Background: an optimization exercise with open tools, aiming at small area, a short achievable clock period and few clock cycles per item. Do not read the settings as production practice.
In this exercise RTL edits were held to simulation tests only and were not proved equivalent to the original.
No activity file was given, so power comes from the tool's default toggle rates.

===== flow/config.mk =====
export PLATFORM = sky130hd
export DESIGN_NAME = nmpt_top
export DESIGN_NICKNAME = nmpt_top
export VERILOG_FILES = /design/flow/design.v
export SDC_FILE = /design/flow/constraint.sdc
export NUM_CORES = 4
export LEC_CHECK = 0
export CAP_MARGIN = 20
export CORE_MARGIN = 2
export CORE_UTILIZATION = 40
export SLEW_MARGIN = 20

===== flow/constraint.sdc =====
create_clock -name core_clock -period 8.0 [get_ports {clock}]
set_input_delay 1.6000 -clock core_clock [delete_from_list [all_inputs] [get_ports {clock}]]
set_output_delay 1.6000 -clock core_clock [all_outputs]
set_load 0.01 [all_outputs]

===== flow/design.v =====
`timescale 1ns / 1ps
package nmpt_pkg;
   localparam int PAGE_W     = 11;
   localparam int WAIT_W     = 16;
   localparam int RETRY_W    = 8;
   localparam int TOTAL_W    = 32;
   localparam int CMP_W      = 17;   
   localparam int CSR_IDX_W  = 2;
   localparam int CSR_DATA_W = 16;
   localparam logic [PAGE_W-1:0]  PAGE_COUNT_RST  = 11'd1024;
   localparam logic [WAIT_W-1:0]  WAIT_TICKS_RST  = 16'd1000;
   localparam logic [RETRY_W-1:0] RETRY_LIMIT_RST = 8'd5;
   typedef enum logic [2:0] {
      OP_COMPLAINT   = 3'd0,
      OP_PAGE_RESENT = 3'd1,
      OP_QUERY_PAGE  = 3'd2,
      OP_TICK        = 3'd3,
      OP_ARM_WAIT    = 3'd4,
      OP_CLEAR_ALL   = 3'd5
   } op_type;
   typedef enum logic [2:0] {
      CC_PAGE_RECEIVED = 3'd0,
      CC_START_OK      = 3'd1,
      CC_EOF_OK        = 3'd2,
      CC_MISSING_PAGE  = 3'd3,
      CC_LAST_MISSING  = 3'd4
   } complaint_type;
   typedef enum logic [CSR_IDX_W-1:0] {
      CSR_PAGE_COUNT  = 2'd0,
      CSR_WAIT_TICKS  = 2'd1,
      CSR_RETRY_LIMIT = 2'd2
   } csr_index_type;
   typedef enum logic [1:0] {
      ST_SWEEP,
      ST_IDLE,
      ST_EXEC
   } state_type;
   typedef struct packed {
      logic [2:0]        operation;
      logic [2:0]        complaint_code;
      logic              frame_ok;
      logic [PAGE_W-1:0] page;
   } req_type;
   typedef struct packed {
      logic               handled;
      logic               page_missing;
      logic               any_missing;
      logic [TOTAL_W-1:0] missing_reports;
      logic               peer_ready;
      logic               resend;
      logic               timed_out;
   } rsp_type;
endpackage
`timescale 1ns / 1ps
module nmpt_ram (
   input  logic        clock,
   input  logic        clr_all,    
   input  logic        set_en,     
   input  logic        clr_en,     
   input  logic [9:0]  addr,       
   output logic [31:0] col_bits    
);
   logic [31:0] row_hot, col_hot;
   logic [31:0] row_set, row_clr, col_wr;
   always_comb begin
      row_hot = 32'b1 << addr[9:5];
      col_hot = 32'b1 << addr[4:0];
   end
   assign row_set = row_hot & {32{set_en}};
   assign row_clr = (row_hot & {32{clr_en}}) | {32{clr_all}};
   assign col_wr  = col_hot | {32{clr_all}};
   for (genvar r = 0; r < 32; r++) begin : g_row
      logic [31:0] bits;
      always_ff @(posedge clock) begin
         bits <= ({32{row_set[r]}} & col_wr)
               | (bits & ~({32{row_clr[r]}} & col_wr));
      end
      assign col_bits[r] = |(bits & col_hot);
   end
endmodule
`timescale 1ns / 1ps
import nmpt_pkg::*;
module nak_missing_page_tracker #(
   parameter int MAX_PAGES = 1024
) (
   input  logic                  clock,
   input  logic                  reset,
   input  logic                  req_valid,
   output logic                  req_stall,
   input  nmpt_pkg::req_type     req_data,
   output logic                  rsp_valid,
   input  logic                  rsp_stall,
   output nmpt_pkg::rsp_type     rsp_data,
   input  logic                  csr_wr_en,
   input  logic [CSR_IDX_W-1:0]  csr_index,
   input  logic [CSR_DATA_W-1:0] csr_wr_data
);
   logic [PAGE_W-1:0]    page_count_ff;
   logic [WAIT_W-1:0]    wait_ticks_ff;
   logic [RETRY_W-1:0]   retry_limit_ff;
   logic                 reset_q;
   logic [2:0]           owed_ff,   owed_in;
   logic                 stall_ff;
   logic                 b_valid, b_set, b_clr, b_clrall, b_qry;
   logic                 b_handled, b_ready, b_tick, b_arm;
   logic [9:0]           b_addr;
   logic                 c_valid, c_set, c_clr, c_clrall, c_qry;
   logic                 c_handled, c_ready, c_tick, c_arm;
   logic [4:0]           c_row;
   logic [31:0]          c_bits;
   logic [10:0]          marked_ff;
   logic                 ready_ff,  waiting_ff;
   logic [WAIT_W-1:0]    e1_ff;      
   logic [RETRY_W-1:0]   x1_ff;      
   typedef struct packed {
      logic handled;
      logic page_missing;
      logic any_missing;
      logic report;
      logic peer_ready;
      logic resend;
      logic timed_out;
   } res_type;
   logic                 r_valid;
   res_type              r_res;
   logic [TOTAL_W-1:0]   r_total;
   res_type              q0, q1, q2;    
   logic [1:0]           q_head, q_tail, q_cnt;
   logic              accept;
   logic              is_cmp, in_range, is_report;
   logic [PAGE_W-1:0] page;
   assign req_stall = stall_ff;
   assign accept    = req_valid && !stall_ff;
   assign page      = req_data.page;
   assign is_cmp    = req_data.operation == 3'd0;
   assign in_range  = (page != '0) && (page <= page_count_ff)
                   && (!page[10] || (page[9:0] == '0));
   assign is_report = is_cmp && req_data.frame_ok
                   && (req_data.complaint_code == 3'd3 || req_data.complaint_code == 3'd4);
   always_ff @(posedge clock) begin
      b_valid   <= accept && !reset;
      b_set     <= accept && !reset && is_report && in_range;
      b_clr     <= accept && !reset && req_data.operation == 3'd1 && !page[10];
      b_clrall  <= accept && !reset && req_data.operation == 3'd5;
      b_qry     <= accept && !reset && req_data.operation == 3'd2 && !page[10];
      b_handled <= accept && !reset && is_cmp && req_data.frame_ok
                && (req_data.complaint_code <= 3'd4);
      b_ready   <= accept && !reset && is_cmp && req_data.frame_ok
                && (req_data.complaint_code == 3'd1 || req_data.complaint_code == 3'd2
                    || (req_data.complaint_code == 3'd4 && in_range));
      b_tick    <= accept && !reset && req_data.operation == 3'd3;
      b_arm     <= accept && !reset && req_data.operation == 3'd4;
      b_addr    <= is_cmp ? page[9:0] - 10'd1 : page[9:0];
   end
   logic [31:0] col_bits;
   nmpt_ram u_bitmap (
      .clock    (clock),
      .clr_all  (b_clrall || reset_q),
      .set_en   (b_set),
      .clr_en   (b_clr),
      .addr     (b_addr),
      .col_bits (col_bits)
   );
   always_ff @(posedge clock) begin
      c_valid   <= b_valid   && !reset;
      c_set     <= b_set     && !reset;
      c_clr     <= b_clr     && !reset;
      c_clrall  <= b_clrall  && !reset;
      c_qry     <= b_qry     && !reset;
      c_handled <= b_handled && !reset;
      c_ready   <= b_ready   && !reset;
      c_tick    <= b_tick    && !reset;
      c_arm     <= b_arm     && !reset;
      c_row     <= b_addr[9:5];
      c_bits    <= col_bits;
   end
   logic              old_bit, mark, unmark;
   logic [10:0]       marked_in;
   logic              any_in;
   logic              ready_in, waiting_in;
   logic [WAIT_W-1:0] e1_in, e1_inc;
   logic [RETRY_W-1:0] x1_in, x1_inc;
   logic              ticking, expired, retry_left;
   res_type           res;
   assign old_bit = c_bits[c_row];
   assign mark    = c_set && !old_bit;
   assign unmark  = c_clr && old_bit;
   always_comb begin
      if (c_clrall) begin
         marked_in = '0;
         any_in    = 1'b0;
      end else if (mark) begin
         marked_in = marked_ff + 11'd1;
         any_in    = 1'b1;
      end else if (unmark) begin
         marked_in = marked_ff - 11'd1;
         any_in    = marked_ff != 11'd1;
      end else begin
         marked_in = marked_ff;
         any_in    = marked_ff != 11'd0;
      end
   end
   assign e1_inc     = (e1_ff != '1) ? e1_ff + WAIT_W'(1) : e1_ff;
   assign x1_inc     = (x1_ff != '1) ? x1_ff + RETRY_W'(1) : x1_ff;
   assign ticking    = c_tick && waiting_ff && !ready_ff;
   assign expired    = e1_ff >= wait_ticks_ff;
   assign retry_left = x1_ff < retry_limit_ff;
   always_comb begin
      ready_in   = ready_ff;
      waiting_in = waiting_ff;
      e1_in      = e1_ff;
      x1_in      = x1_ff;
      if (c_ready) begin
         ready_in   = 1'b1;
         waiting_in = 1'b0;
      end
      if (c_handled && waiting_in) begin
         e1_in = WAIT_W'(1);
      end
      if (ticking) begin
         e1_in = e1_inc;
         if (expired) begin
            x1_in = x1_inc;
            if (retry_left) begin
               e1_in = WAIT_W'(1);
            end else begin
               waiting_in = 1'b0;
            end
         end
      end
      if (c_arm) begin
         ready_in   = 1'b0;
         waiting_in = 1'b1;
         e1_in      = WAIT_W'(1);
         x1_in      = RETRY_W'(1);
      end
   end
   assign res.handled      = c_handled;
   assign res.page_missing = c_qry && old_bit;
   assign res.any_missing  = any_in;
   assign res.report       = c_set;
   assign res.peer_ready   = ready_in;
   assign res.resend       = ticking && expired && retry_left;
   assign res.timed_out    = ticking && expired && !retry_left;
   logic    r_free, take, from_q, from_res, push;
   res_type ld_res;
   logic [1:0] q_head_nx, q_tail_nx;
   assign r_free   = !r_valid || !rsp_stall;
   assign take     = r_valid && !rsp_stall;
   assign from_q   = r_free && (q_cnt != 2'd0);
   assign from_res = r_free && (q_cnt == 2'd0) && c_valid;
   assign push     = c_valid && !from_res;
   always_comb begin
      if (q_cnt == 2'd0) begin
         ld_res = res;
      end else begin
         case (q_head)
            2'd0:    ld_res = q0;
            2'd1:    ld_res = q1;
            default: ld_res = q2;
         endcase
      end
   end
   assign q_head_nx = (q_head == 2'd2) ? 2'd0 : q_head + 2'd1;
   assign q_tail_nx = (q_tail == 2'd2) ? 2'd0 : q_tail + 2'd1;
   assign rsp_valid               = r_valid;
   assign rsp_data.handled        = r_res.handled;
   assign rsp_data.page_missing   = r_res.page_missing;
   assign rsp_data.any_missing    = r_res.any_missing;
   assign rsp_data.missing_reports = r_total;
   assign rsp_data.peer_ready     = r_res.peer_ready;
   assign rsp_data.resend         = r_res.resend;
   assign rsp_data.timed_out      = r_res.timed_out;
   always_comb begin
      owed_in = owed_ff + 3'(accept) - 3'(take);
   end
   always_ff @(posedge clock) begin
      if (reset) begin
         r_valid  <= 1'b0;
         q_head   <= '0;
         q_tail   <= '0;
         q_cnt    <= '0;
         r_total  <= '0;
         owed_ff  <= '0;
         stall_ff <= 1'b0;
      end else begin
         owed_ff  <= owed_in;
         stall_ff <= owed_in >= 3'd4;
         if (r_free) begin
            r_valid <= (q_cnt != 2'd0) || c_valid;
         end
         if (from_q || from_res) begin
            if (ld_res.report && r_total != '1) begin
               r_total <= r_total + TOTAL_W'(1);
            end
         end
         if (from_q) begin
            q_head <= q_head_nx;
         end
         if (push) begin
            q_tail <= q_tail_nx;
         end
         q_cnt <= q_cnt + 2'(push) - 2'(from_q);
      end
   end
   always_ff @(posedge clock) begin
      if (from_q || from_res) begin
         r_res <= ld_res;
      end
      if (push && q_tail == 2'd0) q0 <= res;
      if (push && q_tail == 2'd1) q1 <= res;
      if (push && q_tail == 2'd2) q2 <= res;
   end
   always_ff @(posedge clock) begin
      reset_q <= reset;
      if (reset) begin
         page_count_ff  <= PAGE_COUNT_RST;
         wait_ticks_ff  <= WAIT_TICKS_RST;
         retry_limit_ff <= RETRY_LIMIT_RST;
         marked_ff      <= '0;
         ready_ff       <= 1'b0;
         waiting_ff     <= 1'b0;
         e1_ff          <= WAIT_W'(1);
         x1_ff          <= RETRY_W'(1);
      end else begin
         marked_ff  <= marked_in;
         ready_ff   <= ready_in;
         waiting_ff <= waiting_in;
         e1_ff      <= e1_in;
         x1_ff      <= x1_in;
         if (csr_wr_en) begin
            case (csr_index)
               CSR_PAGE_COUNT:  page_count_ff  <= csr_wr_data[PAGE_W-1:0];
               CSR_WAIT_TICKS:  wait_ticks_ff  <= csr_wr_data[WAIT_W-1:0];
               CSR_RETRY_LIMIT: retry_limit_ff <= csr_wr_data[RETRY_W-1:0];
               default: ;
            endcase
         end
      end
   end
endmodule
`timescale 1ns / 1ps
module nmpt_top (
   input  logic        clock,
   input  logic        reset,
   input  logic        req_valid,
   output logic        req_stall,
   input  logic [2:0]  req_op,
   input  logic [2:0]  req_code,
   input  logic        req_frame_ok,
   input  logic [10:0] req_page,
   output logic        rsp_valid,
   input  logic        rsp_stall,
   output logic        rsp_handled,
   output logic        rsp_page_missing,
   output logic        rsp_any_missing,
   output logic [31:0] rsp_missing_reports,
   output logic        rsp_peer_ready,
   output logic        rsp_resend,
   output logic        rsp_timed_out,
   input  logic        csr_wr_en,
   input  logic [1:0]  csr_index,
   input  logic [15:0] csr_wr_data
);
   nmpt_pkg::req_type req_word;
   nmpt_pkg::rsp_type rsp_word;
   assign req_word.operation      = req_op;
   assign req_word.complaint_code = req_code;
   assign req_word.frame_ok       = req_frame_ok;
   assign req_word.page           = req_page;
   assign rsp_handled         = rsp_word.handled;
   assign rsp_page_missing    = rsp_word.page_missing;
   assign rsp_any_missing     = rsp_word.any_missing;
   assign rsp_missing_reports = rsp_word.missing_reports;
   assign rsp_peer_ready      = rsp_word.peer_ready;
   assign rsp_resend          = rsp_word.resend;
   assign rsp_timed_out       = rsp_word.timed_out;
   nak_missing_page_tracker #(
      .MAX_PAGES (1024)
   ) u_tracker (
      .clock       (clock),
      .reset       (reset),
      .req_valid   (req_valid),
      .req_stall   (req_stall),
      .req_data    (req_word),
      .rsp_valid   (rsp_valid),
      .rsp_stall   (rsp_stall),
      .rsp_data    (rsp_word),
      .csr_wr_en   (csr_wr_en),
      .csr_index   (csr_index),
      .csr_wr_data (csr_wr_data)
   );
endmodule

===== flow/run.sh =====
#!/bin/bash
# synth_recipe.tcl (not shown) runs the flow's synth.tcl, then flattens the netlist and writes it again
# the make line also repeats each setting of config.mk as NAME=value (left out here)
make -C /OpenROAD-flow-scripts/flow DESIGN_CONFIG=/design/flow/config.mk WORK_HOME=/design/flow/orfs CLKGATE_MAP_FILE= SYNTH_SCRIPT=/design/flow/synth_recipe.tcl finish

==> flow_metrics.env, run 1 <==
export IMPL_path_buf_inv=3
export IMPL_leakagePower_uw=0.0188
export IMPL_peakVddDrop_v=0.000152
export IMPL_worst_hold_slack_ns=0.439
export IMPL_first_pass_iters=7
export IMPL_cp_slowest_cell="nor2_4"
export IMPL_skew_ns=0.0422
export IMPL_antenna_cells=0
export IMPL_r2r_slack_ns=4.15
export IMPL_clk_latency_ns=0.76
export IMPL_synth_top_cell_area_share_pct=50.6
export IMPL_setup_viol=0
export IMPL_slew_viol_final=0
export IMPL_path_clk_slew_ns=0.06
export IMPL_tightestPinTransition_ns=1.28
export IMPL_die_x_um=349
export IMPL_fillers=11149
export IMPL_fmax_mhz=260
export IMPL_cp_required_ns=8.62
export IMPL_ys_async_sr_fraction_pct=0
export IMPL_critical_path_class="register to register"
export IMPL_grt_first_pass_wirelength_mm=264
export IMPL_finalNonFillerCells=6814
export IMPL_synth_edff_count=27
export IMPL_grt_use_total_pct=29.2
export IMPL_io_pins=81
export IMPL_vias=43239
export IMPL_syn_to_final_growth_pct=13.7
export IMPL_synth_area_leader_cell="dfxtp_1"
export IMPL_numCtsBuffers=132
export IMPL_syn_area_sq_um=47600
export IMPL_fin_setup_tns_ns=0
export IMPL_portBuffers=80
export IMPL_coreArea_sq_um=118000
export IMPL_grt_overflow=0
export IMPL_critPathMaxFanout=38
export IMPL_rsz0062_at_grt="no"
export IMPL_period_share_pct=48.1
export IMPL_grt_max_degree=68
export IMPL_htreeDepth=4
export IMPL_min_path_type="register to register"
export IMPL_synth_fp_nets=5494
export IMPL_layout_drive_gt1_share_pct=8.26
export IMPL_die_area_sq_um=122000
export IMPL_cpPeakStageDelay_ns=0.85
export IMPL_seq_area_frac_synth_pct=52.3
export IMPL_crit_path_start_kind="register"
export IMPL_syn_avg_cell_area_sq_um=8.81
export IMPL_critPathCaptureType="register"
export IMPL_cts_tree="yes"
export IMPL_max_slew_margin_pct=14.7
export IMPL_grt_pass1_vias=38191
export IMPL_synthTopCellsByArea="dfxtp_1, o21ai_0, a22oi_1, clkbuf_1, edfxtp_1"
export IMPL_crit_chain="inv_1 -> nand2_1 -> nor2_4 -> buf_4 -> nor2_4 -> buf_4 -> o21ai_0 -> o21ai_0"
export IMPL_gp_congestion=0.857
export IMPL_postRouteAntennaNets=0
export IMPL_cts_sinks=1231
export IMPL_drc_errors=0
export IMPL_synthFlopType="dfxtp_1"
export IMPL_start_util_pct=40.3
export IMPL_seqPwrFrac_pct=46.9
export IMPL_ctsResizeCount=0
export IMPL_die_y_um=349
export IMPL_critPathTopFamily="simple AND/OR/NAND/NOR gates"
export IMPL_p_clk_share_pct=45.9
export IMPL_hold_violations=0
export IMPL_outcome="finished clean"
export IMPL_rows=126
export IMPL_post_cts_buffers=0
export IMPL_cts_buffer_depth=3
export IMPL_viasPerCell=6.35
export IMPL_nets=5265
export IMPL_drt_iter0_markers=6308
export IMPL_wl_per_cell_um=26.9
export IMPL_p_int_uw=9910
export IMPL_arrival_ns=4.47
export IMPL_p_sw_uw=3440
export IMPL_swShare_pct=25.8
export IMPL_antenna_found_initial=1
export IMPL_ys_seq_elements=1231
export IMPL_syn_inst=5406
export IMPL_powerDensity_nw_per_um2=247
export IMPL_post_dp_hpwl_mm=102
export IMPL_ys_types=72
export IMPL_comb_power_share_pct=7.2
export IMPL_drv_cap=0
export IMPL_hold_buffers=0
export IMPL_root_buffer="clkbuf_16"
export IMPL_dp_cells=6579
export IMPL_drt_total_wl_mm=184
export IMPL_synth_yosys_warnings=2
export IMPL_period_needed_ns=3.85
power by group through the flow:
| stage | Combinational [uW] | Sequential, uW | Clock, uW |
|---|---|---|---|
| floorplan | 479 | 6380 | 0 |
| global placement | 922 | 6400 | 0 |
| detailed placement | 927 | 6400 | 0 |
| CTS | 931 | 6260 | 6170 |
| global route | 998 | 6270 | 6410 |
| finish | 965 | 6260 | 6130 |
registers in the layout, summed over array words and instances, names as in the netlist, 5 cells and up:
name	cells
u_tracker.q1	7
u_tracker.c_row	5
u_tracker.u_bitmap.g_row.bits	1024
u_tracker.retry_limit_ff	8
u_tracker.x1_ff	8
u_tracker.q2	7
u_tracker.r_total	32
u_tracker.wait_ticks_ff	16
u_tracker.c_bits	32
u_tracker.marked_ff	11
u_tracker.q0	7
u_tracker.e1_ff	16
u_tracker.page_count_ff	11
u_tracker.r_res	6
u_tracker.b_addr	10
per-layer routing:
metal  wire length [um]  GRT usage [%]
met2              78500           43.5
met1              76800           40.8
met4               8690           13.0
met3              19700           5.49
met5                  0              0
cells by family after synthesis:
| family | after synthesis | share of synthesized area, % |
|---|---|---|
| buffers and inverters | 597 | 4.76 |
| adders and majority gates | 47 | 1.25 |
| and+or+nand+nor | 696 | 7.40 |
| DFF | 1231 | 52.3 |
| muxes | 42 | 1.10 |
| AOI/OAI and AO/OA | 2738 | 32.2 |
| xor gates and xnor gates | 55 | 1.01 |
layout by cell type, fill, tap and decap left out, types with 9 or more instances in the layout:
master           count
nor2_4              61
nand4_1             87
buf_4               96
a22o_1              69
o21ai_1             26
nand3_1             95
edfxtp_1            27
clkdlybuf4s50_1     79
dfxtp_1           1204
or4_1               33
or3_1               15
nor2_1             136
and3_1              16
nor3_1              20
inv_1               59
a21oi_2              9
clkbuf_8            26
a211o_1              9
o21ai_0           2056
clkbuf_16          133
nand2_1            125
a221oi_1            67
ha_1                46
clkbuf_1            34
a21oi_1             60
a22oi_1            367
a31oi_1             13
a21oi_4             22
xor2_1              26
mux2i_1             32
xnor2_1             29
nor2b_1             32
clkinv_2            18
nand2b_1             9
final cells by class:
cell class	count	area [sq um]	area share, %
Timing Repair Buffer	175	1510	2.79
Sequential cell	1231	24900	46.0
Tap cell	1536	1920	3.55
Multi-Input combinational cell	3578	21300	39.3
Clock buffer	193	3810	7.04
Clock inverter	42	499	0.922
Inverter	59	221	0.409
Yosys cell counts (5+ instances only):
| library cell | count |
|---|---|
| o21ai_0 | 2056 |
| dfxtp_1 | 1204 |
| clkbuf_1 | 511 |
| a22oi_1 | 367 |
| nor2_1 | 198 |
| nand2_1 | 126 |
| nand3_1 | 95 |
| a21oi_1 | 91 |
| nand4_1 | 87 |
| a22o_1 | 69 |
| a221oi_1 | 67 |
| inv_1 | 59 |
| ha_1 | 46 |
| nor2b_1 | 34 |
| or4_1 | 33 |
| mux2i_1 | 32 |
| xnor2_1 | 29 |
| edfxtp_1 | 27 |
| nor3_1 | 27 |
| o21ai_1 | 26 |
| xor2_1 | 26 |
| and3_1 | 16 |
| or3_1 | 15 |
| buf_1 | 14 |
| a31oi_1 | 13 |
| buf_2 | 11 |
| nor3b_1 | 10 |
| a211o_1 | 9 |
| nand2b_1 | 9 |
| and2_1 | 8 |
| mux4_2 | 8 |
| nor4_1 | 8 |
| nand3b_1 | 7 |
| or2_2 | 7 |
| a31o_2 | 5 |
path summary, 6_finish.rpt:
kind	start	end	cells after the start
max	u_tracker.b_addr[1]	u_tracker.u_bitmap.g_row[7].bits[24]	8
min	u_tracker.b_tick	u_tracker.c_tick	1
max reg2reg	u_tracker.b_addr[1]	u_tracker.u_bitmap.g_row[7].bits[24]	8
min reg2reg	u_tracker.b_tick	u_tracker.c_tick	1
stage by stage:
| step | worst slack [ns] | total power (uW) | utilization [%] | instance area, sq um |
|---|---|---|---|---|
| 5_1_grt | 4.16 | 13700 | 45.8 | 54100 |
| 4_1_cts | 4.34 | 13400 | 45.7 | 54000 |
| 3_5_place_dp | 4.09 | 7330 | 42.1 | 49700 |
| 3_3_place_gp | 4.08 | 7320 | 42.0 | 49600 |
| 6_report | 4.15 | 13400 | 45.8 | 54100 |
| 2_1_floorplan | 5.00 | 6860 | - | 47600 |
Testbench counts, summed over its fixed seeds: cycles 16,352, items 16,320.
==> inputs of run 2 (changes only) <==
--- a/flow/design.v
+++ b/flow/design.v
@@ -56,17 +56,17 @@
    input  logic        clock,
-   input  logic        clr_all,    
-   input  logic        set_en,     
-   input  logic        clr_en,     
-   input  logic [9:0]  addr,       
-   output logic [31:0] col_bits    
+   input  logic        clr_all,      
+   input  logic [3:0]  row_lo,       
+   input  logic [7:0]  row_hi_set,   
+   input  logic [7:0]  row_hi_clr,   
+   input  logic [3:0]  col_lo,       
+   input  logic [7:0]  col_hi,       
+   output logic [31:0] col_bits      
 );
-   logic [31:0] row_hot, col_hot;
-   logic [31:0] row_set, row_clr, col_wr;
-   always_comb begin
-      row_hot = 32'b1 << addr[9:5];
-      col_hot = 32'b1 << addr[4:0];
+   logic [31:0] col_hot, row_set, row_clr, col_wr;
+   for (genvar i = 0; i < 32; i++) begin : g_line
+      assign col_hot[i] = col_lo[i % 4] && col_hi[i / 4];
+      assign row_set[i] = row_lo[i % 4] && row_hi_set[i / 4];
+      assign row_clr[i] = (row_lo[i % 4] && row_hi_clr[i / 4]) || clr_all;
+      assign col_wr[i]  = col_hot[i] || clr_all;
    end
-   assign row_set = row_hot & {32{set_en}};
-   assign row_clr = (row_hot & {32{clr_en}}) | {32{clr_all}};
-   assign col_wr  = col_hot | {32{clr_all}};
    for (genvar r = 0; r < 32; r++) begin : g_row
@@ -105,3 +105,5 @@
    logic                 b_handled, b_ready, b_tick, b_arm;
-   logic [9:0]           b_addr;
+   logic [4:0]           b_row;
+   logic [3:0]           b_col_lo, b_row_lo;
+   logic [7:0]           b_col_hi, b_row_hs, b_row_hc;
    logic                 c_valid, c_set, c_clr, c_clrall, c_qry;
@@ -139,6 +141,11 @@
                    && (req_data.complaint_code == 3'd3 || req_data.complaint_code == 3'd4);
+   logic [9:0] entry;
+   logic       set_w, clr_w;
+   assign entry = is_cmp ? page[9:0] - 10'd1 : page[9:0];
+   assign set_w = accept && !reset && is_report && in_range;
+   assign clr_w = accept && !reset && req_data.operation == 3'd1 && !page[10];
    always_ff @(posedge clock) begin
       b_valid   <= accept && !reset;
-      b_set     <= accept && !reset && is_report && in_range;
-      b_clr     <= accept && !reset && req_data.operation == 3'd1 && !page[10];
+      b_set     <= set_w;
+      b_clr     <= clr_w;
       b_clrall  <= accept && !reset && req_data.operation == 3'd5;
@@ -152,3 +159,8 @@
       b_arm     <= accept && !reset && req_data.operation == 3'd4;
-      b_addr    <= is_cmp ? page[9:0] - 10'd1 : page[9:0];
+      b_row     <= entry[9:5];
+      b_col_lo  <= 4'b1 << entry[1:0];
+      b_col_hi  <= 8'b1 << entry[4:2];
+      b_row_lo  <= 4'b1 << entry[6:5];
+      b_row_hs  <= (8'b1 << entry[9:7]) & {8{set_w}};
+      b_row_hc  <= (8'b1 << entry[9:7]) & {8{clr_w}};
    end
@@ -157,6 +169,8 @@
       .clock    (clock),
-      .clr_all  (b_clrall || reset_q),
-      .set_en   (b_set),
-      .clr_en   (b_clr),
-      .addr     (b_addr),
+      .clr_all    (b_clrall || reset_q),
+      .row_lo     (b_row_lo),
+      .row_hi_set (b_row_hs),
+      .row_hi_clr (b_row_hc),
+      .col_lo     (b_col_lo),
+      .col_hi     (b_col_hi),
       .col_bits (col_bits)
@@ -173,3 +187,3 @@
       c_arm     <= b_arm     && !reset;
-      c_row     <= b_addr[9:5];
+      c_row     <= b_row;
       c_bits    <= col_bits;
--- a/flow/config.mk
+++ b/flow/config.mk
@@ -9,3 +9,4 @@
 export CORE_MARGIN = 2
-export CORE_UTILIZATION = 40
+export CORE_UTILIZATION = 55
+export SETUP_SLACK_MARGIN = 4.6
 export SLEW_MARGIN = 20
==> run 2 against run 1 <==
Compared with the run above: still clean; utilization up 17 points; final cell count down 4.7%; worst hold slack worse by 0.11 ns; flip-flop and latch count up 27; clock power about the same; maximum frequency up 13%; worst setup slack better by 0.44 ns; area after synthesis up 1.9%; clock skew down 0.014 ns; wire length up 3.3%; combinational power up 6%; critical endpoint is now u_tracker.u_bitmap.g_row[4].bits[7]; largest cell class unchanged.
==> flow_metrics.env, run 2 <==
export IMPL_place_ws_ns=3.62
export IMPL_ys_async_sr_fraction_pct=0
export IMPL_postRouteAntennaNets=0
export IMPL_synth_area_leader_cell="dfxtp_1"
export IMPL_rows=108
export IMPL_synthFlopType="dfxtp_1"
export IMPL_leakagePower_uw=0.0190
export IMPL_p_int_uw=10100
export IMPL_critical_path_class="register to register"
export IMPL_die_area_sq_um=90600
export IMPL_fin_setup_tns_ns=0
export IMPL_drv_cap=0
export IMPL_reg_top3="u_tracker.u_bitmap.g_row.bits (1024), u_tracker.c_bits (32), u_tracker.r_total (32)"
export IMPL_comb_power_share_pct=7.5
export IMPL_htreeDepth=4
export IMPL_root_buffer="clkbuf_16"
export IMPL_max_slew_margin_pct=8.16
export IMPL_synth_yosys_warnings=2
export IMPL_io_pins=81
export IMPL_vias=44457
export IMPL_rsz0062_at_grt="yes"
export IMPL_p_clk_share_pct=45.3
export IMPL_routed_wl_met3_mm=22.6
export IMPL_critPathMaxFanout=44
export IMPL_gp_congestion=0.868
export IMPL_post_dp_cell_area_sq_um=50000
export IMPL_synth_fp_nets=5557
export IMPL_nets=5323
export IMPL_coreArea_sq_um=87200
export IMPL_critPathCaptureType="register"
export IMPL_wl_per_cell_um=29.2
export IMPL_fmax_mhz=294
export IMPL_final_area_sq_um=54600
export IMPL_min_path_type="register to register"
export IMPL_grt_pass1_vias=39610
export IMPL_ys_types=74
export IMPL_viasPerCell=6.85
export IMPL_drt_iter0_markers=7029
export IMPL_syn_area_sq_um=48500
export IMPL_grt_use_total_pct=40.7
export IMPL_arrival_ns=3.99
export IMPL_cts_tree="yes"
export IMPL_setup_viol=0
export IMPL_period_needed_ns=3.40
export IMPL_largest_register_ffs=1024
export IMPL_syn_to_final_growth_pct=12.5
export IMPL_fin_ws_ns=4.60
export IMPL_post_dp_hpwl_mm=106
export IMPL_syn_inst=5469
export IMPL_ys_seq_elements=1258
export IMPL_grt_max_degree=73
export IMPL_grt_overflow=0
export IMPL_drt_total_wl_mm=190
export IMPL_drc_errors=0
export IMPL_mostFrequentLayoutCell="o21ai_0"
export IMPL_period_share_pct=42.6
export IMPL_grt_first_pass_wirelength_mm=272
export IMPL_slew_viol_final=0
export IMPL_cts_sinks=1258
export IMPL_top_layer="met5"
export IMPL_dp_cells=6247
export IMPL_hold_violations=0
export IMPL_clk_latency_ns=0.76
export IMPL_yosys_top_cells_count="o21ai_0, dfxtp_1, clkbuf_1, nor2_1, a22oi_1"
export IMPL_final_cell_mix="o21ai_0, dfxtp_1, a22oi_1"
export IMPL_finalNonFillerCells=6491
export IMPL_yosysMostFrequentCell="o21ai_0"
export IMPL_start_util_pct=55.7
export IMPL_layout_drive_gt1_share_pct=8.70
export IMPL_synthTopCellsByArea="dfxtp_1, o21ai_0, clkbuf_1, a22oi_1, a22o_1"
export IMPL_powerDensity_nw_per_um2=249
export IMPL_die_x_um=301
export IMPL_cp_required_ns=8.59
export IMPL_portBuffers=80
export IMPL_p_sw_uw=3450
export IMPL_die_y_um=301
export IMPL_synth_edff_count=27
export IMPL_peakVddDrop_v=0.000241
export IMPL_outcome="finished clean"
export IMPL_cts_buffer_depth=3
export IMPL_first_pass_iters=6
export IMPL_path_clk_slew_ns=0.06
export IMPL_seqPwrFrac_pct=47.2
export IMPL_post_route_util_pct=62.7
export IMPL_antenna_found_initial=11
export IMPL_syn_avg_cell_area_sq_um=8.87
export IMPL_met2_length_mm=80.4
export IMPL_skew_ns=0.0277
export IMPL_crit_path_start_kind="register"
export IMPL_seq_area_frac_synth_pct=52.5
export IMPL_regMostFlops="u_tracker.u_bitmap.g_row.bits"
export IMPL_synth_top_cell_area_share_pct=50.8
export IMPL_swShare_pct=25.4
export IMPL_numCtsBuffers=134
export IMPL_wl_met1_mm=76.1
export IMPL_r2r_slack_ns=4.60
export IMPL_tightestPinTransition_ns=1.38
## run 2: cell types whose count changed after synthesis, moves of 13 or more
cell,change
dfxtp_1,+27
a22o_1,+54
nand3_1,-24
o22ai_1,+13
o21ai_1,-24
a221oi_1,+23
a22oi_1,-182
o21ai_0,+43
nand4_1,-36
clkbuf_1,+17
a21oi_1,+23
a222oi_1,+78
or4_1,-24
and2_1,+16
## run 2: worst paths after layout
check                        startpoint                             endpoint  cells after the start
hold / removal       u_tracker.b_row[0]                   u_tracker.c_row[0]                      0
hold reg to reg      u_tracker.b_row[0]                   u_tracker.c_row[0]                      0
setup reg to reg  u_tracker.b_col_hi[1]  u_tracker.u_bitmap.g_row[4].bits[7]                      7
setup / recovery  u_tracker.b_col_hi[1]  u_tracker.u_bitmap.g_row[4].bits[7]                      7
## run 2: what timing repair did
action / CTS / global route
resized for setup: 11 / 16
gates cloned: 0 / 2
hold buffers: 0 / 0
setup buffers: 0 / 5
setup endpoints to repair: 182 / 114
pin swaps: 0 / 5
## run 2: per-stage QoR
stage	power [uW]	hold WS, ns
2_1_floorplan	7020	0.310
3_3_place_gp	7510	0.312
3_5_place_dp	7520	0.312
4_1_cts	13600	0.327
5_1_grt	13900	0.334
6_report	13600	0.326
## run 2: cell type report
cell class | count | area [sq um]
sequential | 1258 | 25500
clock buffer | 204 | 4120
tap | 1155 | 1450
clock inverter | 28 | 228
antenna | 5 | 12.5
multi-input combinational | 3588 | 21400
timing repair buffer | 189 | 1660
inverter | 64 | 249
fill | 7445 | 32600
## run 2: worst max-delay path, cell delays in order, from the launching register on
cell     delay (ns)
dfxtp_4        0.69
buf_4          0.51
and2_2         0.44
buf_4          0.48
nor2_4         0.24
buf_4          0.46
o21ai_0        0.24
o21ai_0        0.12
## run 2: power groups by stage
stage / Sequential, uW / Combinational (uW) / Clock, uW
final: 6410 / 1020 / 6150
after global routing: 6420 / 1050 / 6450
after CTS: 6410 / 975 / 6190
after detailed placement: 6550 / 971 / 0
after global placement: 6550 / 961 / 0
after floorplan: 6520 / 500 / 0
## run 2: kinds of logic (layout without fill, tap and decap cells)
family | count (synthesis) | after routing | share of synthesized area, %
other cells | 0 | 5 | 0
fa+ha+maj | 47 | 47 | 1.23
buf+inv | 625 | 485 | 4.90
flops | 1258 | 1258 | 52.5
compound gates | 2792 | 2792 | 32.8
simple gates | 655 | 657 | 6.71
mux | 39 | 39 | 0.949
xor+xnor | 53 | 53 | 0.972
## run 2: routing by layer
layer | vias to the layer above | GRT usage (%)
met1 | 21471 | 56.2
li1 | 19662 | -
met4 | 10 | 20.6
met2 | 2727 | 60.7
met5 | - | 0
met3 | 587 | 8.10
Testbench counts of run 2, summed over its fixed seeds: cycles 16,352, items 16,320.
==> inputs of run 3 (changes only) <==
--- a/flow/design.v
+++ b/flow/design.v
@@ -110,4 +110,4 @@
    logic                 c_handled, c_ready, c_tick, c_arm;
-   logic [4:0]           c_row;
-   logic [31:0]          c_bits;
+   logic [2:0]           c_row_hi;
+   logic [7:0]           c_bits;     
    logic [10:0]          marked_ff;
@@ -167,2 +167,6 @@
    logic [31:0] col_bits;
+   logic [7:0]  row_pick;
+   for (genvar j = 0; j < 8; j++) begin : g_pick
+      assign row_pick[j] = |(col_bits[4*j +: 4] & b_row_lo);
+   end
    nmpt_ram u_bitmap (
@@ -187,4 +191,4 @@
       c_arm     <= b_arm     && !reset;
-      c_row     <= b_row;
-      c_bits    <= col_bits;
+      c_row_hi  <= b_row[4:2];
+      c_bits    <= row_pick;
    end
@@ -198,3 +202,3 @@
    res_type           res;
-   assign old_bit = c_bits[c_row];
+   assign old_bit = c_bits[c_row_hi];
    assign mark    = c_set && !old_bit;
--- a/flow/config.mk
+++ b/flow/config.mk
@@ -10,3 +10,3 @@
 export CORE_UTILIZATION = 55
-export SETUP_SLACK_MARGIN = 4.6
+export SETUP_SLACK_MARGIN = 5.0
 export SLEW_MARGIN = 20
==> run 3 against run 2 <==
Compared with the run above: still clean on timing, DRC and antenna; non-clock buffer count increased by 1; power decreased by 0.73%; clock skew increased by 0.00052 ns; register-to-register slack improved by 0.34 ns; critical path depth decreased by 1; die area about the same; via count increased by 1.2%.
==> flow_metrics.env, run 3 <==
export IMPL_period_needed_ns=3.06
export IMPL_powerDensity_nw_per_um2=245
export IMPL_cts_tree="yes"
export IMPL_syn_avg_cell_area_sq_um=8.69
export IMPL_grt_pass1_vias=40338
export IMPL_place_ws_ns=4.07
export IMPL_arrival_ns=3.65
export IMPL_grt_overflow=0
export IMPL_path_clk_slew_ns=0.06
export IMPL_drt_total_wl_mm=182
export IMPL_outcome="finished clean"
export IMPL_mostFrequentLayoutCell="o21ai_0"
export IMPL_comb_power_share_pct=8.1
export IMPL_first_pass_iters=8
export IMPL_final_cell_mix="o21ai_0, dfxtp_1, a22oi_1"
export IMPL_slew_viol_final=0
export IMPL_seq_area_frac_synth_pct=51.3
export IMPL_rows=108
export IMPL_yosysMostFrequentCell="o21ai_0"
export IMPL_period_share_pct=38.3
export IMPL_ys_seq_elements=1230
export IMPL_die_x_um=301
export IMPL_leakagePower_uw=0.0187
export IMPL_htreeDepth=4
export IMPL_fmax_mhz=326
export IMPL_grt_use_total_pct=39.1
export IMPL_syn_area_sq_um=48500
export IMPL_ys_async_sr_fraction_pct=0
export IMPL_syn_inst=5585
export IMPL_max_slew_margin_pct=14.7
export IMPL_fin_ws_ns=4.94
export IMPL_critical_path_class="register to register"
export IMPL_peakVddDrop_v=0.000277
export IMPL_p_int_uw=10000
export IMPL_setup_viol=0
export IMPL_drt_iter0_markers=7000
export IMPL_nets=5421
export IMPL_post_dp_hpwl_mm=95.2
export IMPL_die_area_sq_um=90600
export IMPL_gp_congestion=0.841
export IMPL_drc_errors=0
export IMPL_synth_area_leader_cell="dfxtp_1"
export IMPL_regMostFlops="u_tracker.u_bitmap.g_row.bits"
export IMPL_p_clk_share_pct=45.2
export IMPL_coreArea_sq_um=87200
export IMPL_syn_to_final_growth_pct=13.3
export IMPL_rsz0062_at_grt="yes"
export IMPL_final_area_sq_um=55000
export IMPL_reg_top3="u_tracker.u_bitmap.g_row.bits (1024), u_tracker.r_total (32)"
export IMPL_swShare_pct=25.8
export IMPL_cp_required_ns=8.59
export IMPL_synthTopCellsByArea="dfxtp_1, o21ai_0, a22oi_1, clkbuf_1, a21oi_1"
export IMPL_crit_path_start_kind="register"
export IMPL_die_y_um=301
export IMPL_numCtsBuffers=132
export IMPL_synthFlopType="dfxtp_1"
export IMPL_cts_buffer_depth=3
export IMPL_cts_sinks=1230
export IMPL_antenna_found_initial=4
export IMPL_vias=45012
export IMPL_layout_drive_gt1_share_pct=8.93
export IMPL_synth_fp_nets=5673
export IMPL_hold_buffers=0
export IMPL_postRouteAntennaNets=0
export IMPL_synth_edff_count=27
export IMPL_fin_setup_tns_ns=0
export IMPL_start_util_pct=55.7
export IMPL_clk_latency_ns=0.75
export IMPL_p_sw_uw=3480
export IMPL_skew_ns=0.0282
export IMPL_viasPerCell=6.83
export IMPL_portBuffers=80
export IMPL_drv_cap=0
export IMPL_io_pins=81
export IMPL_yosys_top_cells_count="o21ai_0, dfxtp_1, clkbuf_1, a22oi_1, a21oi_1"
export IMPL_synth_yosys_warnings=2
export IMPL_grt_first_pass_wirelength_mm=267
export IMPL_ys_types=80
export IMPL_critPathCaptureType="register"
export IMPL_hold_violations=0
export IMPL_largest_register_ffs=1024
export IMPL_root_buffer="clkbuf_16"
export IMPL_wl_per_cell_um=27.7
export IMPL_synth_top_cell_area_share_pct=49.6
export IMPL_critPathMaxFanout=54
export IMPL_seqPwrFrac_pct=46.7
export IMPL_tightestPinTransition_ns=1.28
export IMPL_grt_max_degree=100
export IMPL_min_path_type="register to register"
export IMPL_post_dp_cell_area_sq_um=50000
## run 3: layout make-up
class	instances	area, sq um
Inverter	72	279
Fill cell	7484	32200
Timing Repair Buffer	190	1850
Clock inverter	35	302
Clock buffer	199	3980
Tap cell	1155	1450
Antenna cell	4	10.0
Multi-Input combinational cell	3707	22100
Sequential cell	1230	25000
## run 3: power groups by stage
stage               Sequential, uW  Combinational, uW  Clock [uW]
floorplan                     6380                518           0
finish                        6300               1090        6100
global route                  6300               1110        6390
detailed placement            6430                984           0
global placement              6430                965           0
CTS                           6290               1010        6120
## run 3: routing by layer
| metal | share of wire [%] | track usage, % | vias to the layer above |
|---|---|---|---|
| met1 | 41 | 54.9 | 21932 |
| met5 | 0.017 | 0 | - |
| met2 | 44 | 58.9 | 2499 |
| met3 | 11 | 7.45 | 445 |
| li1 | - | - | 20132 |
| met4 | 4.1 | 16.3 | 4 |
## run 3: path summary, 6_finish.rpt
path | start | end | slack [ns] | cells after the start
worst min register to register | u_tracker.b_row[4] | u_tracker.c_row_hi[2] | 0.33 | 0
worst max register to register | u_tracker.b_col_lo[0] | u_tracker.u_bitmap.g_row[31].bits[4] | 4.94 | 6
worst min-delay path | u_tracker.b_row[4] | u_tracker.c_row_hi[2] | 0.33 | 0
worst max-delay path | u_tracker.b_col_lo[0] | u_tracker.u_bitmap.g_row[31].bits[4] | 4.94 | 6
## run 3: through the flow
stage                     util (%)  std cells  hold WS (ns)  power [uW]
after global routing          63.1       6588         0.343       13800
after detailed placement      57.4       6314         0.330        7410
final                         63.1       6592         0.327       13500
after floorplan                  -       5585         0.310        6900
after global placement        57.1       6310         0.331        7390
after CTS                     62.6       6567         0.328       13400
## run 3: critical path, stage by stage, from the launching register on
cell	delay, ns
dfxtp_4	0.71
buf_4	0.62
and2_1	0.55
nor2_4	0.16
buf_4	0.40
o21ai_0	0.27
o21ai_0	0.11
## run 3: what timing repair did
item,4_1_cts,5_1_grt
setup buffers,7,17
gates cloned,12,1
resized for setup,122,51
setup endpoints to repair,580,226
pin swaps,6,6
## run 3: cells by family after synthesis
logic type | after synthesis | share of synthesized area (%)
AOI/OAI and AO/OA | 2936 | 34.3
xor gates and xnor gates | 56 | 1.01
adders and majority gates | 47 | 1.23
buffers and inverters | 661 | 5.15
DFF | 1230 | 51.3
muxes | 23 | 0.534
and+or+nand+nor | 632 | 6.43
Testbench counts of run 3, summed over its fixed seeds: cycles 16,352, items 16,320.
==> inputs of run 4 (changes only) <==
--- a/flow/config.mk
+++ b/flow/config.mk
@@ -9,3 +9,3 @@
 export CORE_MARGIN = 2
-export CORE_UTILIZATION = 55
+export CORE_UTILIZATION = 65
 export SETUP_SLACK_MARGIN = 5.0
==> run 4 against run 3 <==
Compared with the run above: clock skew increased by 0.0037 ns; non-clock buffer count down 9; utilization grew 11 points; critical path type unchanged; highest routed layer unchanged; now fails the layout checks on capacitance limit, slew limit; synthesized cell count did not move; worst hold slack improved by 0.0045 ns.
==> flow_metrics.env, run 4 <==
export IMPL_outcome="finished with violations"
export IMPL_violations="capacitance limit, slew limit"
export IMPL_start_util_pct=65.4
export IMPL_endpoint="u_tracker.u_bitmap.g_row[14].bits[31]"
export IMPL_tightestPinTransition_ns=1.57
export IMPL_regMostFlops="u_tracker.u_bitmap.g_row.bits"
export IMPL_grt_use_total_pct=43.5
export IMPL_seqPwrFrac_pct=47.0
export IMPL_ys_async_sr_fraction_pct=0
export IMPL_cp_common_cell="o21ai_0"
export IMPL_first_pass_iters=10
export IMPL_cpPeakStageDelay_ns=0.78
export IMPL_peakVddDrop_v=0.000207
export IMPL_syn_inst=5585
export IMPL_final_area_sq_um=54700
export IMPL_path_clk_slew_ns=0.06
export IMPL_gp_congestion=0.866
export IMPL_layout_drive_gt1_share_pct=8.65
export IMPL_syn_avg_cell_area_sq_um=8.69
export IMPL_viasPerCell=7.23
export IMPL_p_clk_share_pct=45.0
export IMPL_root_buffer="clkbuf_16"
export IMPL_largest_register_ffs=1024
export IMPL_startpoint="u_tracker.reset_q"
export IMPL_yosys_top_cells_count="o21ai_0, dfxtp_1, clkbuf_1, a22oi_1, a21oi_1"
export IMPL_arrival_ns=3.72
export IMPL_fin_ws_ns=4.92
export IMPL_reg_top3="u_tracker.u_bitmap.g_row.bits (1024), u_tracker.r_total (32)"
export IMPL_die_area_sq_um=76800
export IMPL_grt_max_degree=92
export IMPL_seq_area_frac_synth_pct=51.3
export IMPL_period_share_pct=38.5
export IMPL_min_path_type="register to register"
export IMPL_p_int_uw=9950
export IMPL_portBuffers=80
export IMPL_swShare_pct=25.8
export IMPL_rr_endpoint="u_tracker.u_bitmap.g_row[14].bits[31]"
export IMPL_rows=100
export IMPL_synth_edff_count=27
export IMPL_die_x_um=277
export IMPL_postRouteAntennaNets=0
export IMPL_synthFlopType="dfxtp_1"
export IMPL_fmax_mhz=325
export IMPL_cts_buffer_depth=3
export IMPL_cp_required_ns=8.64
export IMPL_synth_fp_nets=5673
export IMPL_leakagePower_uw=0.0187
export IMPL_hold_violations=0
export IMPL_r2r_slack_ns=4.92
export IMPL_slew_viol_final=15
export IMPL_max_slew_margin_pct=-4.76
export IMPL_clk_latency_ns=0.73
export IMPL_critPathTopFamily="compound AO/OA/AOI/OAI gates"
export IMPL_vias=46229
export IMPL_syn_to_final_growth_pct=12.7
export IMPL_antenna_found_initial=7
export IMPL_worst_r2r_startpoint="u_tracker.reset_q"
export IMPL_htreeDepth=4
export IMPL_critical_path_class="register to register"
export IMPL_fin_setup_tns_ns=0
export IMPL_cts_sinks=1230
export IMPL_place_ws_ns=4.07
export IMPL_yosysMostFrequentCell="o21ai_0"
export IMPL_io_pins=81
export IMPL_drt_total_wl_mm=179
export IMPL_ff2ff_path_depth=6
export IMPL_hp_start="u_tracker.b_row[4]"
export IMPL_cts_tree="yes"
export IMPL_grt_overflow=0
export IMPL_wl_per_cell_um=27.9
export IMPL_p_sw_uw=3470
export IMPL_period_needed_ns=3.08
export IMPL_cp_slowest_cell="a21oi_4"
export IMPL_rsz0062_at_grt="yes"
export IMPL_powerDensity_nw_per_um2=245
export IMPL_drc_errors=0
export IMPL_syn_area_sq_um=48500
export IMPL_grt_first_pass_wirelength_mm=257
export IMPL_coreArea_sq_um=74200
export IMPL_skew_ns=0.0320
export IMPL_ys_types=80
export IMPL_drt_iter0_markers=7899
export IMPL_critPathMaxFanout=38
export IMPL_drv_cap=1
export IMPL_crit_path_start_kind="register"
export IMPL_post_route_util_pct=73.7
export IMPL_synth_top_cell_area_share_pct=49.6
export IMPL_nets=5415
export IMPL_mostFrequentLayoutCell="o21ai_0"
export IMPL_setup_viol=0
export IMPL_post_dp_hpwl_mm=91.5
export IMPL_numCtsBuffers=130
export IMPL_path_buf_inv=2
export IMPL_comb_power_share_pct=8.0
export IMPL_synth_yosys_warnings=2
export IMPL_ys_seq_elements=1230
export IMPL_critPathCaptureType="register"
export IMPL_synthTopCellsByArea="dfxtp_1, o21ai_0, a22oi_1, clkbuf_1, a21oi_1"
export IMPL_die_y_um=277
export IMPL_synth_area_leader_cell="dfxtp_1"
export IMPL_post_dp_cell_area_sq_um=49500
export IMPL_hold_buffers=0
export IMPL_finalPower_uw=13400
export IMPL_final_cell_mix="o21ai_0, dfxtp_1, a22oi_1"
export IMPL_cp_depth=6
export IMPL_grt_pass1_vias=40843
export IMPL_crit_chain="or2_4 -> buf_6 -> a21oi_4 -> buf_4 -> o21ai_0 -> o21ai_0"
## run 4: cell counts after synthesis
No cell type changed its count.
## run 4: routing by layer
metal / share of wire [%] / global-route usage, % / routed length (um) / vias up
met1: 37 / 58.4 / 66700 / 21922
li1: - / - / - / 20141
met2: 42 / 64.7 / 75300 / 3368
met3: 14 / 11.3 / 25200 / 790
met5: 0.046 / 0 / 82 / -
met4: 6.3 / 22.5 / 11300 / 8
## run 4: power groups by stage
stage,clock (uW),sequential (uW),combinational (uW)
floorplan,0,6380,518
global route,6270,6300,1090
CTS,6030,6300,952
detailed placement,0,6430,936
finish,6030,6300,1080
global placement,0,6430,929
## run 4: how the worst min path moves through the flow
stage / endpoint / slack, ns / cells after the start
floorplan: u_tracker.c_row_hi[0] / 0.31 / 0
global placement: u_tracker.c_row_hi[0] / 0.34 / 0
detailed placement: u_tracker.c_row_hi[2] / 0.32 / 0
CTS: u_tracker.c_row_hi[2] / 0.33 / 0
finish: u_tracker.c_row_hi[2] / 0.33 / 0
global route: u_tracker.c_row_hi[2] / 0.34 / 0
## run 4: cell type report
type | count | area [sq um]
sequential | 1230 | 25000
multi-input combinational | 3712 | 22200
fill | 5693 | 19500
clock buffer | 186 | 3750
timing repair buffer | 181 | 1740
tap | 969 | 1210
clock inverter | 38 | 490
inverter | 72 | 282
antenna | 7 | 17.5
## run 4: worst reg2reg max path, stage by stage, from the launching register on
cell	delay, ns
dfxtp_1	0.30
or2_4	0.48
buf_6	0.42
a21oi_4	0.81
buf_4	0.68
o21ai_0	0.21
o21ai_0	0.12
## run 4: timing repair
item,4_1_cts,5_1_grt
pin swaps,4,4
endpoints found under the setup margin,281,515
resized for setup,105,41
setup buffers,5,20
endpoints found under the hold margin,0,0
gates cloned,7,12
## run 4: stage by stage
step | cells | hold slack (ns)
final | 6395 | 0.331
after global routing | 6388 | 0.339
after CTS | 6356 | 0.333
after detailed placement | 6120 | 0.320
after global placement | 6120 | 0.339
after floorplan | 5585 | 0.310
## run 4: logic make-up (layout without fill, tap and decap cells)
family	after synthesis	count (layout)	synth area share [%]
fa+ha+maj	47	47	1.23
other cells	0	7	0
buf+inv	661	477	5.15
flops	1230	1230	51.3
mux	23	23	0.534
simple gates	632	634	6.43
xor+xnor	56	56	1.01
compound gates	2936	2952	34.3
==> inputs of run 5 (changes only) <==
--- a/flow/config.mk
+++ b/flow/config.mk
@@ -9,3 +9,5 @@
 export CORE_MARGIN = 2
-export CORE_UTILIZATION = 65
+export CORE_UTILIZATION = 55
+export CTS_CLUSTER_DIAMETER = 120
+export CTS_CLUSTER_SIZE = 24
 export SETUP_SLACK_MARGIN = 5.0
==> run 5 against run 4 <==
Compared with the run above: now clean on timing, DRC and antenna; area after synthesis unchanged; design area down 4.4%; count of clock-buffer cells in the layout decreased by 119; maximum frequency shrank 2.6%; synthesized cell count stayed put; critical path type unchanged; largest cell class unchanged; largest power group unchanged.
==> flow_metrics.env, run 5 <==
export IMPL_outcome="finished clean"
export IMPL_grt_overflow=0
export IMPL_grt_pass1_vias=39316
export IMPL_max_slew_margin_pct=12.0
export IMPL_critPathCaptureType="register"
export IMPL_root_buffer="clkbuf_16"
export IMPL_critPathMaxFanout=77
export IMPL_setup_viol=0
export IMPL_mostFrequentLayoutCell="o21ai_0"
export IMPL_syn_area_sq_um=48500
export IMPL_worst_hold_slack_ns=0.356
export IMPL_drt_total_wl_mm=180
export IMPL_grt_util_met1_pct=54.5
export IMPL_period_needed_ns=3.16
export IMPL_gp_congestion=0.841
export IMPL_arrival_ns=3.72
export IMPL_regMostFlops="u_tracker.u_bitmap.g_row.bits"
export IMPL_grt_use_met3_pct=6.70
export IMPL_cpPeakStageDelay_ns=0.55
export IMPL_synth_fp_nets=5673
export IMPL_cp_required_ns=8.56
export IMPL_synth_edff_count=27
export IMPL_yosys_top_cells_count="o21ai_0, dfxtp_1, clkbuf_1, a22oi_1, a21oi_1"
export IMPL_rsz0062_at_grt="yes"
export IMPL_viasPerCell=6.86
export IMPL_cts_sinks=1230
export IMPL_die_x_um=301
export IMPL_htreeDepth=2
export IMPL_cp_slowest_cell="inv_1"
export IMPL_skew_ns=0.0300
export IMPL_syn_inst=5585
export IMPL_io_pins=81
export IMPL_antenna_found_initial=6
export IMPL_hold_buffers=0
export IMPL_path_clk_slew_ns=0.10
export IMPL_clk_latency_ns=0.71
export IMPL_drv_cap=0
export IMPL_min_path_type="register to register"
export IMPL_rows=108
export IMPL_powerDensity_nw_per_um2=205
export IMPL_ys_async_sr_fraction_pct=0
export IMPL_cts_buffer_depth=3
export IMPL_yosysMostFrequentCell="o21ai_0"
export IMPL_final_area_sq_um=52200
export IMPL_hold_violations=0
export IMPL_busiest_layer="met2"
export IMPL_synthFlopType="dfxtp_1"
export IMPL_grt_first_pass_wirelength_mm=263
export IMPL_fin_setup_tns_ns=0
export IMPL_final_cell_mix="o21ai_0, dfxtp_1, a22oi_1"
export IMPL_ys_seq_elements=1230
export IMPL_postRouteAntennaNets=0
export IMPL_critical_path_class="register to register"
export IMPL_portBuffers=80
export IMPL_largest_register_ffs=1024
export IMPL_grt_max_degree=100
export IMPL_fillers=7774
export IMPL_coreArea_sq_um=87200
export IMPL_syn_avg_cell_area_sq_um=8.69
export IMPL_drt_iter0_markers=6756
export IMPL_nets=5346
export IMPL_first_pass_iters=7
export IMPL_finalPower_uw=10700
export IMPL_synth_yosys_warnings=2
export IMPL_drc_errors=0
export IMPL_critPathTopFamily="buffers and inverters"
export IMPL_post_dp_cell_area_sq_um=50000
export IMPL_layout_drive_gt1_share_pct=6.55
export IMPL_vias=44052
export IMPL_wl_per_cell_um=28.0
export IMPL_synth_area_leader_cell="dfxtp_1"
export IMPL_crit_chain="buf_12 -> inv_1 -> o22a_1 -> o221ai_1 -> or4_1 -> o41ai_1 -> nand4_1"
export IMPL_cts_tree="yes"
export IMPL_path_buf_inv=2
export IMPL_synthTopCellsByArea="dfxtp_1, o21ai_0, a22oi_1, clkbuf_1, a21oi_1"
export IMPL_start_util_pct=55.7
export IMPL_period_share_pct=39.5
export IMPL_use_met2_pct=58.4
export IMPL_seq_area_frac_synth_pct=51.3
export IMPL_reg_top3="u_tracker.u_bitmap.g_row.bits (1024), u_tracker.r_total (32)"
export IMPL_tightestPinTransition_ns=1.32
export IMPL_numCtsBuffers=57
export IMPL_ys_types=80
export IMPL_syn_to_final_growth_pct=7.66
export IMPL_slew_viol_final=0
export IMPL_die_y_um=301
export IMPL_die_area_sq_um=90600
export IMPL_peakVddDrop_v=0.000207
export IMPL_fmax_mhz=316
export IMPL_synth_top_cell_area_share_pct=49.6
export IMPL_crit_path_start_kind="register"
export IMPL_leakagePower_uw=0.0174
export IMPL_post_dp_hpwl_mm=95.2
export IMPL_grt_use_total_pct=38.4
## run 5: cell count changes in the layout (fill, tap and decap cells not counted), moves of 7 or more
cell and delta:
bufinv_16 -8, dlygate4sd2_1 +7, clkbuf_8 -25, clkbuf_1 -22
clkinv_2 -15, buf_4 +12, clkbuf_16 -73
## run 5: worst paths after layout
path | slack (ns) | depth (start not counted) | end | start
worst max-delay path | 4.84 | 7 | u_tracker.c_bits[3] | u_tracker.b_col_hi[5]
worst min-delay path | 0.36 | 0 | u_tracker.c_row_hi[2] | u_tracker.b_row[4]
worst max register to register | 4.84 | 7 | u_tracker.c_bits[3] | u_tracker.b_col_hi[5]
worst min register to register | 0.36 | 0 | u_tracker.c_row_hi[2] | u_tracker.b_row[4]
## run 5: repair_timing
action                     CTS  global route
setup buffers                9            16
setup endpoints to repair  593           211
resized for setup          104            39
gates cloned                12             1
pin swaps                    7             6
## run 5: through the flow
stage | util, % | setup WS [ns] | std cells
after floorplan | - | 4.87 | 5585
after global placement | 57.1 | 4.10 | 6310
after detailed placement | 57.4 | 4.07 | 6314
after CTS | 59.5 | 5.00 | 6404
after global routing | 59.9 | 4.91 | 6423
final | 59.9 | 4.84 | 6425
## run 5: area by class of cell
| type | instances | area (sq um) | area share, % |
|---|---|---|---|
| sequential | 1230 | 25000 | 47.8 |
| multi-input combinational | 3707 | 22200 | 42.4 |
| timing repair buffer | 190 | 1820 | 3.49 |
| clock buffer | 67 | 1510 | 2.88 |
| tap | 1155 | 1450 | 2.77 |
| inverter | 72 | 284 | 0.544 |
| clock inverter | 2 | 28.8 | 0.0551 |
| antenna | 2 | 5.00 | 0.00958 |
## run 5: cells by family after synthesis
group / count (synthesis) / synth area share, %
AOI/OAI and AO/OA: 2936 / 34.3
and+or+nand+nor: 632 / 6.43
xor gates and xnor gates: 56 / 1.01
DFF: 1230 / 51.3
muxes: 23 / 0.534
buffers and inverters: 661 / 5.15
adders and majority gates: 47 / 1.23
## run 5: routing by layer
metal  routed length, um  up-vias
met3               19800      409
met5                  13        -
met1               74200    21404
li1                    -    19877
met2               78400     2360
met4                7300        2
## run 5: report_power, final
part / internal (uW) / switching, uW / total, uW
combinational: 221 / 858 / 1080
sequential: 6200 / 90.3 / 6290
clock: 1340 / 2010 / 3350
## run 5: worst register-to-register path, delay by kind of cell (launching register included)
| kind | cells | cell delay (ns) |
|---|---|---|
| flops | 1 | 0.54 |
| compound gates | 3 | 0.74 |
| simple gates | 2 | 0.67 |
| buf+inv | 2 | 1.07 |
==> inputs of run 6 (changes only) <==
--- a/flow/design.v
+++ b/flow/design.v
@@ -56,22 +56,22 @@
    input  logic        clock,
-   input  logic        clr_all,      
-   input  logic [3:0]  row_lo,       
-   input  logic [7:0]  row_hi_set,   
-   input  logic [7:0]  row_hi_clr,   
-   input  logic [3:0]  col_lo,       
-   input  logic [7:0]  col_hi,       
+   input  logic [3:0]  row_set_lo,
+   input  logic [7:0]  row_set_hi,
+   input  logic [3:0]  row_clr_lo,
+   input  logic [7:0]  row_clr_hi,
+   input  logic [31:0] col_wr_n,     
+   input  logic [3:0]  col_rd_lo,
+   input  logic [7:0]  col_rd_hi,
    output logic [31:0] col_bits      
 );
-   logic [31:0] col_hot, row_set, row_clr, col_wr;
+   logic [31:0] col_hot, row_set_n, row_clr_n;
    for (genvar i = 0; i < 32; i++) begin : g_line
-      assign col_hot[i] = col_lo[i % 4] && col_hi[i / 4];
-      assign row_set[i] = row_lo[i % 4] && row_hi_set[i / 4];
-      assign row_clr[i] = (row_lo[i % 4] && row_hi_clr[i / 4]) || clr_all;
-      assign col_wr[i]  = col_hot[i] || clr_all;
+      assign col_hot[i] = col_rd_lo[i % 4] && col_rd_hi[i / 4];
+      assign row_set_n[i] = !(row_set_lo[i % 4] && row_set_hi[i / 4]);
+      assign row_clr_n[i] = !(row_clr_lo[i % 4] && row_clr_hi[i / 4]);
    end
    for (genvar r = 0; r < 32; r++) begin : g_row
-      logic [31:0] bits;
+      logic [31:0] bits, kept;
+      assign kept = ~(bits & ({32{row_clr_n[r]}} | col_wr_n));
       always_ff @(posedge clock) begin
-         bits <= ({32{row_set[r]}} & col_wr)
-               | (bits & ~({32{row_clr[r]}} & col_wr));
+         bits <= ~(kept & ({32{row_set_n[r]}} | col_wr_n));
       end
@@ -100,3 +100,2 @@
    logic [RETRY_W-1:0]   retry_limit_ff;
-   logic                 reset_q;
    logic [2:0]           owed_ff,   owed_in;
@@ -107,3 +106,6 @@
    logic [3:0]           b_col_lo, b_row_lo;
-   logic [7:0]           b_col_hi, b_row_hs, b_row_hc;
+   logic [7:0]           b_col_hi;
+   logic [31:0]          b_col_wr_n;
+   logic [3:0]           b_row_slo, b_row_clo;
+   logic [7:0]           b_row_shi, b_row_chi;
    logic                 c_valid, c_set, c_clr, c_clrall, c_qry;
@@ -142,3 +144,3 @@
    logic [9:0] entry;
-   logic       set_w, clr_w;
+   logic       set_w, clr_w, wipe;
    assign entry = is_cmp ? page[9:0] - 10'd1 : page[9:0];
@@ -146,2 +148,3 @@
    assign clr_w = accept && !reset && req_data.operation == 3'd1 && !page[10];
+   assign wipe  = reset || (accept && req_data.operation == 3'd5);
    always_ff @(posedge clock) begin
@@ -160,2 +163,7 @@
       b_row     <= entry[9:5];
+      b_col_wr_n <= ~((32'b1 << entry[4:0]) | {32{wipe}});
+      b_row_slo <= 4'b1 << entry[6:5];
+      b_row_shi <= (8'b1 << entry[9:7]) & {8{set_w}};
+      b_row_clo <= (4'b1 << entry[6:5]) | {4{wipe}};
+      b_row_chi <= ((8'b1 << entry[9:7]) & {8{clr_w}}) | {8{wipe}};
       b_col_lo  <= 4'b1 << entry[1:0];
@@ -163,4 +171,2 @@
       b_row_lo  <= 4'b1 << entry[6:5];
-      b_row_hs  <= (8'b1 << entry[9:7]) & {8{set_w}};
-      b_row_hc  <= (8'b1 << entry[9:7]) & {8{clr_w}};
    end
@@ -173,8 +179,9 @@
       .clock    (clock),
-      .clr_all    (b_clrall || reset_q),
-      .row_lo     (b_row_lo),
-      .row_hi_set (b_row_hs),
-      .row_hi_clr (b_row_hc),
-      .col_lo     (b_col_lo),
-      .col_hi     (b_col_hi),
+      .row_set_lo (b_row_slo),
+      .row_set_hi (b_row_shi),
+      .row_clr_lo (b_row_clo),
+      .row_clr_hi (b_row_chi),
+      .col_wr_n   (b_col_wr_n),
+      .col_rd_lo  (b_col_lo),
+      .col_rd_hi  (b_col_hi),
       .col_bits (col_bits)
@@ -332,3 +339,2 @@
    always_ff @(posedge clock) begin
-      reset_q <= reset;
       if (reset) begin
==> run 6 against run 5 <==
Compared with the run above: still clean on timing, DRC and antenna; area after synthesis up 1.4%; combinational power down 9%; clock power about the same; first-iteration DRC count down 7.8%; via count down 2.7%; global-route usage down 2.0 points.
==> flow_metrics.env, run 6 <==
export IMPL_start_util_pct=55.6
export IMPL_powerDensity_nw_per_um2=211
export IMPL_crit_chain="buf_12 -> inv_1 -> o22ai_1 -> or4_1 -> o31ai_1 -> nand4_1"
export IMPL_antenna_found_initial=5
export IMPL_path_clk_slew_ns=0.10
export IMPL_gp_congestion=0.841
export IMPL_viasPerCell=6.69
export IMPL_cp_slowest_cell="o31ai_1"
export IMPL_synth_fp_nets=5723
export IMPL_reg_top3="u_tracker.u_bitmap.g_row.bits (1024), u_tracker.b_col_wr_n (32), u_tracker.r_total (32)"
export IMPL_cp_required_ns=8.53
export IMPL_outcome="finished clean"
export IMPL_period_share_pct=37.9
export IMPL_io_pins=81
export IMPL_slew_viol_final=0
export IMPL_die_y_um=303
export IMPL_path_buf_inv=2
export IMPL_grt_pass1_vias=37475
export IMPL_grt_max_degree=98
export IMPL_grt_use_total_pct=36.4
export IMPL_arrival_ns=3.56
export IMPL_largest_register_ffs=1024
export IMPL_cts_sinks=1265
export IMPL_post_dp_hpwl_mm=89.8
export IMPL_yosys_top_cells_count="o21ai_0, dfxtp_1, clkbuf_1, a22oi_1, nor2_1"
export IMPL_root_buffer="clkbuf_16"
export IMPL_drt_iter0_markers=6228
export IMPL_crit_path_start_kind="register"
export IMPL_syn_to_final_growth_pct=5.20
export IMPL_fillers=7953
export IMPL_ys_seq_elements=1265
export IMPL_postRouteAntennaNets=0
export IMPL_yosysMostFrequentCell="o21ai_0"
export IMPL_hold_buffers=0
export IMPL_cts_buffer_depth=3
export IMPL_fmax_mhz=330
export IMPL_critPathCaptureType="register"
export IMPL_synth_edff_count=27
export IMPL_syn_avg_cell_area_sq_um=8.73
export IMPL_cts_tree="yes"
export IMPL_fin_setup_tns_ns=0
export IMPL_die_area_sq_um=91800
export IMPL_drv_cap=0
export IMPL_coreArea_sq_um=88500
export IMPL_numCtsBuffers=58
export IMPL_period_needed_ns=3.03
export IMPL_vias=42843
export IMPL_regMostFlops="u_tracker.u_bitmap.g_row.bits"
export IMPL_drc_errors=0
export IMPL_critPathMaxFanout=92
export IMPL_skew_ns=0.0297
export IMPL_rows=109
export IMPL_die_x_um=303
export IMPL_wl_per_cell_um=27.2
export IMPL_post_dp_cell_area_sq_um=49800
export IMPL_ys_types=86
export IMPL_syn_area_sq_um=49200
export IMPL_syn_inst=5635
export IMPL_final_area_sq_um=51700
export IMPL_portBuffers=80
export IMPL_ys_async_sr_fraction_pct=0
export IMPL_grt_overflow=0
export IMPL_max_slew_margin_pct=25.8
export IMPL_final_cell_mix="o21ai_0, dfxtp_1, a22oi_1"
export IMPL_synthTopCellsByArea="dfxtp_1, o21ai_0, a22oi_1, clkbuf_1, a222oi_1"
export IMPL_layout_drive_gt1_share_pct=5.57
export IMPL_setup_viol=0
export IMPL_first_pass_iters=7
export IMPL_htreeDepth=2
export IMPL_hold_violations=0
export IMPL_critical_path_class="register to register"
## run 6: changes by cell type in the layout (fill, tap and decap cells not counted), moves of 27 or more
| cell | delta |
|---|---|
| buf_4 | -36 |
| a22oi_1 | -41 |
| nor2_1 | +27 |
| a21oi_4 | -58 |
| dfxtp_2 | +30 |
| a21oi_1 | +36 |
## run 6: layer usage
layer / track usage (%) / routed length, um
met5: 0 / 26
met4: 11.5 / 6420
met3: 4.87 / 16200
met2: 56.8 / 76800
met1: 52.2 / 74700
## run 6: cells by family after synthesis
logic type / Yosys count / synth area share [%]
buf+inv: 683 / 5.32
compound gates: 2912 / 33.6
fa+ha+maj: 47 / 1.21
xor+xnor: 60 / 1.07
mux: 20 / 0.468
simple gates: 648 / 6.35
flops: 1265 / 52.0
## run 6: worst reg2reg max path: stages, from the launching register on
cell and delay, ns:
dfxtp_4 0.50, buf_12 0.31, inv_1 0.60, o22ai_1 0.17
or4_1 0.49, o31ai_1 0.65, nand4_1 0.17
## run 6: worst paths after layout
check	slack [ns]	cells past startpoint	to	startpoint
max reg2reg	4.97	6	u_tracker.c_bits[2]	u_tracker.b_col_hi[7]
min	0.36	0	u_tracker.c_row_hi[1]	u_tracker.b_row[3]
min reg2reg	0.36	0	u_tracker.c_row_hi[1]	u_tracker.b_row[3]
max	4.97	6	u_tracker.c_bits[2]	u_tracker.b_col_hi[7]
## run 6: timing repair
action,CTS,global route
setup buffers,5,2
pin swaps,2,2
resized for setup,134,49
endpoints found under the setup margin,131,76
cloned,0,1
## run 6: through the flow
stage | setup WS, ns | util [%] | total power [uW] | instances
3_5_place_dp | 3.91 | 56.2 | 7660 | 6330
5_1_grt | 5.00 | 58.5 | 11200 | 6408
3_3_place_gp | 3.91 | 56.2 | 7660 | 6330
6_report | 4.97 | 58.5 | 10900 | 6408
4_1_cts | 4.93 | 58.2 | 10900 | 6404
2_1_floorplan | 4.81 | - | 7160 | 5635
## run 6: final cells by class
cell class | count | area, sq um | share of cell area (%)
flip-flops and latches | 1265 | 25700 | 49.7
clock inverters | 2 | 16.3 | 0.0314
well taps | 1165 | 1460 | 2.82
repair buffers | 148 | 1450 | 2.80
multi-input cells | 3687 | 21300 | 41.1
inverters | 74 | 295 | 0.571
clock buffers | 67 | 1520 | 2.93
## run 6: power by group
part | internal, uW | total, uW | switching (uW)
Sequential | 6390 | 6580 | 187
Combinational | 181 | 981 | 800
Clock | 1340 | 3370 | 2020
Testbench counts of run 6, summed over its fixed seeds: cycles 16,352, items 16,320.
